Background: an optimization exercise with open tools, aiming at small area, a short achievable clock period and few clock cycles per item. Do not read the settings as production practice.
At most, simulation tests tie the RTL to the original design; equivalence was not proved.

==> 03-23: inputs <==
// layer_top
module layer_top (
  input  logic  clk,
  input  logic  reset,
  input  logic  s_valid,
  output logic  s_ready,
  input  layer_pkg::data_t data_in,
  output logic  m_valid,
  input  logic  m_ready,
  output layer_pkg::data_t data_out
);
==> flow/config.mk <==
export PLATFORM = sky130hd
export DESIGN_NAME = layer_top
export DESIGN_NICKNAME = layer_top
export VERILOG_FILES = /design/flow/design.v
export SDC_FILE = /design/flow/constraint.sdc
export NUM_CORES = 4
export LEC_CHECK = 0
export ABC_CLOCK_PERIOD_IN_PS = 3000
export CAP_MARGIN = 20
export CORE_MARGIN = 2
export CORE_UTILIZATION = 40
export PLACE_DENSITY = 0.6
export SLEW_MARGIN = 20
==> flow/constraint.sdc <==
create_clock -name core_clock -period 8.0 [get_ports {clk}]
set_input_delay 1.6000 -clock core_clock [delete_from_list [all_inputs] [get_ports {clk}]]
set_output_delay 1.6000 -clock core_clock [all_outputs]
set_load 0.01 [all_outputs]
run.sh (not shown) runs the stock make flow with config.mk's settings and CLKGATE_MAP_FILE= SYNTH_SCRIPT=/design/flow/synth_recipe.tcl, a recipe that flattens the netlist after the stock synthesis.
==> 05-26 (differences from 03-23) <==
SETUP_SLACK_MARGIN = 4   (was not set)
==> 04-08 (differences from 03-23) <==
ABC_CLOCK_PERIOD_IN_PS = not set   (was 3000)
==> summary of the runs <==
- 03-23 passed the timing, DRC and antenna checks. 05-26 finished clean. 04-08 passed the timing, DRC and antenna checks.
- In sequential cell count, 04-08 and 05-26 do not differ.
- In die area, 05-26 and 04-08 do not differ.
- Maximum frequency is the same in 04-08 and 03-23.
- Non-clock buffer count is the same in 03-23 and 04-08.
- Of 04-08 and 05-26, 05-26 has the higher register-to-register slack (gap 1.2 ns).
Testbench counts of 03-23, summed over its fixed seeds: cycles 3,160, vectors 192.
Testbench counts of 05-26, summed over its fixed seeds: cycles 3,160, vectors 192.
Testbench counts of 04-08, summed over its fixed seeds: cycles 3,160, vectors 192.

* * *

==> inputs of sierra <==
Another version of the RTL of layer_top (not shown whole).
Design layer_top, start of the top module:
module layer_top (
  input  logic  clk,
  input  logic  reset,
  input  logic  s_valid,
  output logic  s_ready,
  input  layer_pkg::data_t data_in,
  output logic  m_valid,
  input  logic  m_ready,
  output layer_pkg::data_t data_out
);
==> module fc_engine, before the edit <==
module fc_engine (
  input  logic         clk,
  input  logic [127:0] x,        
  input  logic [3:0]   j,        
  input  logic         busy,     
  input  logic         bc_en,    
  input  logic         adv,      
  output logic [15:0]  y
);
  logic [95:0] bc_n, bc_d, bc_q;
  logic [157:0] r1_d, r1_q;
  logic [47:0] r2_d, r2_q;
  always_comb begin
    case (j)
      4'd0 : bc_n = 96'h24d271a4836d006a31256580;
      4'd1 : bc_n = 96'hb8d070588c0020126da450ae;
      4'd2 : bc_n = 96'hb49c86a68596c0e58e428368;
      4'd3 : bc_n = 96'h20524954628600e228000248;
      4'd4 : bc_n = 96'h429a0dc1618d140a29c46208;
      4'd5 : bc_n = 96'h085031a1654da56206c46a49;
      4'd6 : bc_n = 96'h028a86205370b70381aada0e;
      4'd7 : bc_n = 96'h2692a924dc71c86406caea05;
      4'd8 : bc_n = 96'h156a0e001b80a09a29cae58e;
      4'd9 : bc_n = 96'h06eb81a09a1500e268c01045;
      4'd10: bc_n = 96'h201208c4000ea7034e20e380;
      4'd11: bc_n = 96'h030c01228056b4828520eb6d;
      4'd12: bc_n = 96'ha45169405200555229a05256;
      4'd13: bc_n = 96'hc8624e54d006a7024ea31c00;
      4'd14: bc_n = 96'h200431b6d049a30195008356;
      4'd15: bc_n = 96'ha4db4ea86346015181015a45;
      default: bc_n = '0;
    endcase
  end
  assign bc_d = busy ? bc_n : 96'ha4db4ea86346015181015a45;
  always_ff @(posedge clk) begin
    if (bc_en) bc_q <= bc_d;
    if (adv) r1_q <= r1_d;
    if (adv) r2_q <= r2_d;
  end
  fc_stage0 i_stage0 (.x(x), .j(j), .bc(bc_q), .r(r1_d));
  fc_stage1 i_stage1 (.r(r1_q), .q(r2_d));
  fc_stage2 i_stage2 (.r(r2_q), .y(y));
endmodule
==> module layer_datapath, before the edit <==
module layer_datapath (
  input  logic            clk,
  input  logic            in_xfer,    
  input  layer_pkg::data_t data_in,
  input  logic            x_load,     
  input  logic [3:0]      out_j,      
  input  logic            busy,       
  input  logic            bc_en,      
  input  logic            adv,        
  input  logic            out_en,     
  input  logic            sk_en,      
  input  logic            sk_sel,     
  output layer_pkg::data_t data_out
);
  logic [127:0] x_next;    
  logic [127:0] x_cur;     
  layer_pkg::data_t y;
  layer_pkg::data_t sk_data;
  always_ff @(posedge clk) begin
    if (in_xfer) x_next   <= {data_in, x_next[127:16]};
    if (x_load)  x_cur    <= x_next;
    if (sk_en)   sk_data  <= y;
    if (out_en)  data_out <= sk_sel ? sk_data : y;
  end
  fc_engine i_engine (.clk(clk), .x(x_cur), .j(out_j), .busy(busy), .bc_en(bc_en), .adv(adv), .y(y));
endmodule
==> module layer_sequencer, before the edit <==
module layer_sequencer (
  input  logic       clk,
  input  logic       reset,
  input  logic       s_valid,
  output logic       s_ready,
  input  logic       m_ready,
  output logic       m_valid,
  output logic       in_xfer,    
  output logic       x_load,     
  output logic [3:0] out_j,      
  output logic       busy,       
  output logic       bc_en,      
  output logic       adv,        
  output logic       out_en,     
  output logic       sk_en,      
  output logic       sk_sel      
);
  localparam int DEPTH = 2;      
  logic [3:0]       in_cnt;      
  logic [DEPTH-1:0] pv;          
  logic             sk_valid;    
  logic             issue;
  logic             y_valid;
  assign adv     = !sk_valid;
  assign issue   = busy && adv;
  assign y_valid = pv[DEPTH-1];
  assign out_en  = !m_valid || m_ready;
  assign sk_sel  = sk_valid;
  assign sk_en   = adv && y_valid && !out_en;
  assign in_xfer = s_valid && s_ready;
  assign x_load  = in_cnt[3] && (!busy || (issue && out_j == 4'd15));
  assign bc_en   = issue || !busy;
  always_ff @(posedge clk) begin
    if (reset) begin
      in_cnt   <= '0;
      s_ready  <= 1'b1;
      busy     <= 1'b0;
      out_j    <= '0;
      pv       <= '0;
      sk_valid <= 1'b0;
      m_valid  <= 1'b0;
    end else begin
      if (x_load) begin
        in_cnt  <= {3'b000, in_xfer};
        s_ready <= 1'b1;
      end else if (in_xfer) begin
        in_cnt  <= in_cnt + 1'b1;
        s_ready <= (in_cnt != 4'd7);
      end
      if (issue) begin
        out_j <= out_j + 1'b1;
        if (out_j == 4'd15) busy <= 1'b0;
      end
      if (x_load) begin
        busy  <= 1'b1;
        out_j <= '0;
      end
      if (adv) pv <= {pv[DEPTH-2:0], issue};
      if (out_en) begin
        m_valid  <= sk_valid || (adv && y_valid);
        sk_valid <= 1'b0;
      end else if (sk_en) begin
        sk_valid <= 1'b1;
      end
    end
  end
endmodule
==> module layer_top, before the edit <==
module layer_top (
  input  logic  clk,
  input  logic  reset,
  input  logic  s_valid,
  output logic  s_ready,
  input  layer_pkg::data_t data_in,
  output logic  m_valid,
  input  logic  m_ready,
  output layer_pkg::data_t data_out
);
  logic       in_xfer;     
  logic       x_load;      
  logic [3:0] out_j;       
  logic       busy;        
  logic       bc_en;       
  logic       adv;         
  logic       y_valid;     
  logic       out_en;      
  logic       sk_en;       
  logic       sk_sel;      
  layer_sequencer i_sequencer (
    .clk     (clk),
    .reset   (reset),
    .s_valid (s_valid),
    .s_ready (s_ready),
    .m_ready (m_ready),
    .m_valid (m_valid),
    .in_xfer (in_xfer),
    .x_load  (x_load),
    .out_j   (out_j),
    .busy    (busy),
    .bc_en   (bc_en),
    .adv     (adv),
    .out_en  (out_en),
    .sk_en   (sk_en),
    .sk_sel  (sk_sel)
  );
  layer_datapath i_datapath (
    .clk      (clk),
    .in_xfer  (in_xfer),
    .data_in  (data_in),
    .x_load   (x_load),
    .out_j    (out_j),
    .busy     (busy),
    .bc_en    (bc_en),
    .adv      (adv),
    .out_en   (out_en),
    .sk_en    (sk_en),
    .sk_sel   (sk_sel),
    .data_out (data_out)
  );
endmodule
==> flow/config.mk <==
export PLATFORM = sky130hd
export DESIGN_NAME = layer_top
export DESIGN_NICKNAME = layer_top
export VERILOG_FILES = /design/flow/design.v
export SDC_FILE = /design/flow/constraint.sdc
export NUM_CORES = 4
export LEC_CHECK = 0
export CAP_MARGIN = 20
export CORE_MARGIN = 2
export CORE_UTILIZATION = 40
export PLACE_DENSITY = 0.6
export SLEW_MARGIN = 20
==> flow/constraint.sdc <==
create_clock -name core_clock -period 8.0 [get_ports {clk}]
set_input_delay 1.6000 -clock core_clock [delete_from_list [all_inputs] [get_ports {clk}]]
set_output_delay 1.6000 -clock core_clock [all_outputs]
set_load 0.01 [all_outputs]
standard.sh (not shown) runs the stock make flow with config.mk's settings and CLKGATE_MAP_FILE= SYNTH_SCRIPT=/design/flow/synth_recipe.tcl, a recipe that flattens the netlist after the stock synthesis.
==> flow/flow/run.sh <==
#!/bin/bash
# The standard layout, with one change to synthesis: Yosys's synth runs without its
# quick ABC pass (-noabc), so the adder tree reaches extract_fa as written and maps to
# full and half adder cells without inverters between them. The rest of synthesis
# (including the final ABC mapping) and every later step are the standard ones.
set -euo pipefail
cd "$(dirname "$0")/.."
sed '1s/yosys synth -nofsm -noshare /yosys synth -nofsm -noshare -noabc /' synth_recipe.tcl > noabc_synth.tcl
grep -q -- '-noabc' noabc_synth.tcl
sed "s#SYNTH_SCRIPT=[^ ]*#SYNTH_SCRIPT=$PWD/noabc_synth.tcl#" standard.sh > noabc_standard.sh
grep -q 'noabc_synth.tcl' noabc_standard.sh
bash noabc_standard.sh > flow_make.log 2>&1
test -f out/final.def
==> quartz: changes against sierra <==
--- a/flow/design.v
+++ b/flow/design.v
@@ -2187,3 +2187,3 @@
   input  logic [3:0]   j,        
-  input  logic         busy,     
+  input  logic [3:0]   jn,       
   input  logic         bc_en,    
@@ -2192,3 +2192,3 @@
 );
-  logic [95:0] bc_n, bc_d, bc_q;
+  logic [95:0] bc_d, bc_q;
   logic [157:0] r1_d, r1_q;
@@ -2196,23 +2196,22 @@
   always_comb begin
-    case (j)
-      4'd0 : bc_n = 96'h24d271a4836d006a31256580;
-      4'd1 : bc_n = 96'hb8d070588c0020126da450ae;
-      4'd2 : bc_n = 96'hb49c86a68596c0e58e428368;
-      4'd3 : bc_n = 96'h20524954628600e228000248;
-      4'd4 : bc_n = 96'h429a0dc1618d140a29c46208;
-      4'd5 : bc_n = 96'h085031a1654da56206c46a49;
-      4'd6 : bc_n = 96'h028a86205370b70381aada0e;
-      4'd7 : bc_n = 96'h2692a924dc71c86406caea05;
-      4'd8 : bc_n = 96'h156a0e001b80a09a29cae58e;
-      4'd9 : bc_n = 96'h06eb81a09a1500e268c01045;
-      4'd10: bc_n = 96'h201208c4000ea7034e20e380;
-      4'd11: bc_n = 96'h030c01228056b4828520eb6d;
-      4'd12: bc_n = 96'ha45169405200555229a05256;
-      4'd13: bc_n = 96'hc8624e54d006a7024ea31c00;
-      4'd14: bc_n = 96'h200431b6d049a30195008356;
-      4'd15: bc_n = 96'ha4db4ea86346015181015a45;
-      default: bc_n = '0;
+    case (jn)
+      4'd0 : bc_d = 96'ha4db4ea86346015181015a45;
+      4'd1 : bc_d = 96'h24d271a4836d006a31256580;
+      4'd2 : bc_d = 96'hb8d070588c0020126da450ae;
+      4'd3 : bc_d = 96'hb49c86a68596c0e58e428368;
+      4'd4 : bc_d = 96'h20524954628600e228000248;
+      4'd5 : bc_d = 96'h429a0dc1618d140a29c46208;
+      4'd6 : bc_d = 96'h085031a1654da56206c46a49;
+      4'd7 : bc_d = 96'h028a86205370b70381aada0e;
+      4'd8 : bc_d = 96'h2692a924dc71c86406caea05;
+      4'd9 : bc_d = 96'h156a0e001b80a09a29cae58e;
+      4'd10: bc_d = 96'h06eb81a09a1500e268c01045;
+      4'd11: bc_d = 96'h201208c4000ea7034e20e380;
+      4'd12: bc_d = 96'h030c01228056b4828520eb6d;
+      4'd13: bc_d = 96'ha45169405200555229a05256;
+      4'd14: bc_d = 96'hc8624e54d006a7024ea31c00;
+      4'd15: bc_d = 96'h200431b6d049a30195008356;
+      default: bc_d = '0;
     endcase
   end
-  assign bc_d = busy ? bc_n : 96'ha4db4ea86346015181015a45;
   always_ff @(posedge clk) begin
@@ -2233,3 +2232,3 @@
   input  logic [3:0]      out_j,      
-  input  logic            busy,       
+  input  logic [3:0]      next_j,     
   input  logic            bc_en,      
@@ -2251,3 +2250,3 @@
   end
-  fc_engine i_engine (.clk(clk), .x(x_cur), .j(out_j), .busy(busy), .bc_en(bc_en), .adv(adv), .y(y));
+  fc_engine i_engine (.clk(clk), .x(x_cur), .j(out_j), .jn(next_j), .bc_en(bc_en), .adv(adv), .y(y));
 endmodule
@@ -2264,3 +2263,3 @@
   output logic [3:0] out_j,      
-  output logic       busy,       
+  output logic [3:0] next_j,     
   output logic       bc_en,      
@@ -2273,2 +2272,3 @@
   logic [3:0]       in_cnt;      
+  logic             busy;        
   logic [DEPTH-1:0] pv;          
@@ -2285,2 +2285,3 @@
   assign x_load  = in_cnt[3] && (!busy || (issue && out_j == 4'd15));
+  assign next_j  = out_j + {3'b000, busy};
   assign bc_en   = issue || !busy;
@@ -2335,3 +2336,3 @@
   logic [3:0] out_j;       
-  logic       busy;        
+  logic [3:0] next_j;      
   logic       bc_en;       
@@ -2352,3 +2353,3 @@
     .out_j   (out_j),
-    .busy    (busy),
+    .next_j  (next_j),
     .bc_en   (bc_en),
@@ -2365,3 +2366,3 @@
     .out_j    (out_j),
-    .busy     (busy),
+    .next_j   (next_j),
     .bc_en    (bc_en),
==> flow/run.sh (new file) <==
#!/bin/bash
# synth_recipe.tcl (not shown) runs the flow's synth.tcl, then flattens the netlist and writes it again
# the make line also repeats each setting of config.mk as NAME=value (left out here)
make -C /OpenROAD-flow-scripts/flow DESIGN_CONFIG=/design/flow/config.mk WORK_HOME=/design/flow/orfs CLKGATE_MAP_FILE= SYNTH_SCRIPT=/design/flow/synth_recipe.tcl finish
removed: flow/flow/run.sh
removed: flow/standard.sh
==> umber: changes against sierra <==
==> flow/run.sh (new file) <==
#!/bin/bash
# synth_recipe.tcl (not shown) runs the flow's synth.tcl, then flattens the netlist and writes it again
# the make line also repeats each setting of config.mk as NAME=value (left out here)
make -C /OpenROAD-flow-scripts/flow DESIGN_CONFIG=/design/flow/config.mk WORK_HOME=/design/flow/orfs CLKGATE_MAP_FILE= SYNTH_SCRIPT=/design/flow/synth_recipe.tcl finish
removed: flow/flow/run.sh
removed: flow/standard.sh
==> impl_metrics.json <==
{
  "outcome": "complete, no violations",
  "layout_common_cells": "edfxtp_1 (586), xnor2_1 (465), a22oi_1 (376)",
  "final_area_mm2": 0.03934,
  "endpoint": "i_datapath.x_next[8]",
  "power_mw": 7.118,
  "rr_endpoint": "i_datapath.x_cur[28]",
  "synth_area_leaders": "edfxtp_1 (49%), fa_1 (19%), xnor2_1 (11%)",
  "synth.top_cell.area_share": 0.4901
}
[end of results for sierra]
==> impl_metrics.json <==
{
  "final_area_mm2": 0.04084,
  "rr_endpoint": "i_datapath.i_engine.i_stage0.bp[3]",
  "power_mw": 7.029,
  "synth_area_leaders": "edfxtp_1 (47%), fa_1 (18%), a22oi_1 (7.8%)",
  "outcome": "complete, no violations",
  "layout_common_cells": "edfxtp_1 (586), a22oi_1 (386), fa_1 (333)"
}
[end of results for umber]
==> impl_metrics.json <==
{
  "outcome": "complete, no violations",
  "wl_per_cell_um": 26.42,
  "power_mw": 7.312,
  "synth_area_leaders": "edfxtp_1 (47%), fa_1 (18%), a22oi_1 (7.7%)",
  "endpoint": "i_datapath.i_engine.bc_q[38]",
  "crit_chain": "ha_1 > ha_1 > xor2_4 > buf_4 > clkinv_1 > buf_4 > nand2b_1 > and2_0 > o221ai_1",
  "final_area_mm2": 0.04057
}
[end of results for quartz]
Function was not checked in any run of this note: the RTL went through the layout flow alone.

## port drivers added, routing unchanged
The flow's constraints put no driver on any port. The routed layouts listed below were extracted and timed again, unchanged, in two steps.
Step 1 (the two cells are an assumption about what drives the block):
set clk [get_ports {clk}]
set_driving_cell -lib_cell sky130_fd_sc_hd__clkbuf_16 $clk
set_driving_cell -lib_cell sky130_fd_sc_hd__buf_2 [delete_from_list [all_inputs] $clk]
Step 2 moves the port delays by t, midway between the first and last clock arrival at a register: inputs arrive t later, outputs are due t later. That takes back most of the time a late clock gives input paths.
a / b / c = ideal ports / drivers / drivers and shift; a / b = the first two.
| run | t (ns) | setup WS [ns] | worst setup path after step 2 | clock arrival spread, ns | worst data-port slew with drivers (ns) |
|---|---|---|---|---|---|
| 03-23 | 0.654 | 1.062 / 1.062 / 1.062 | register to register | 0.024 / 0.024 | 0.04 |
| 05-26 | 0.657 | 2.252 / 2.252 / 2.252 | register to register | 0.037 / 0.038 | 0.04 |
| 04-08 | 0.654 | 1.062 / 1.062 / 1.062 | register to register | 0.024 / 0.024 | 0.04 |
| sierra | 0.682 | 4.433 / 4.446 / 3.797 | input to register | 0.032 / 0.032 | 0.03 |
| quartz | 0.684 | 4.485 / 4.485 / 3.981 | input to register | 0.045 / 0.045 | 0.04 |
| umber | 0.673 | 4.208 / 4.208 / 3.943 | input to register | 0.025 / 0.025 | 0.04 |
After both steps setup and hold are still met in every run listed. The setup slack of sierra, which loses most, moves by +0.013 ns with the drivers and by -0.636 ns with both steps.
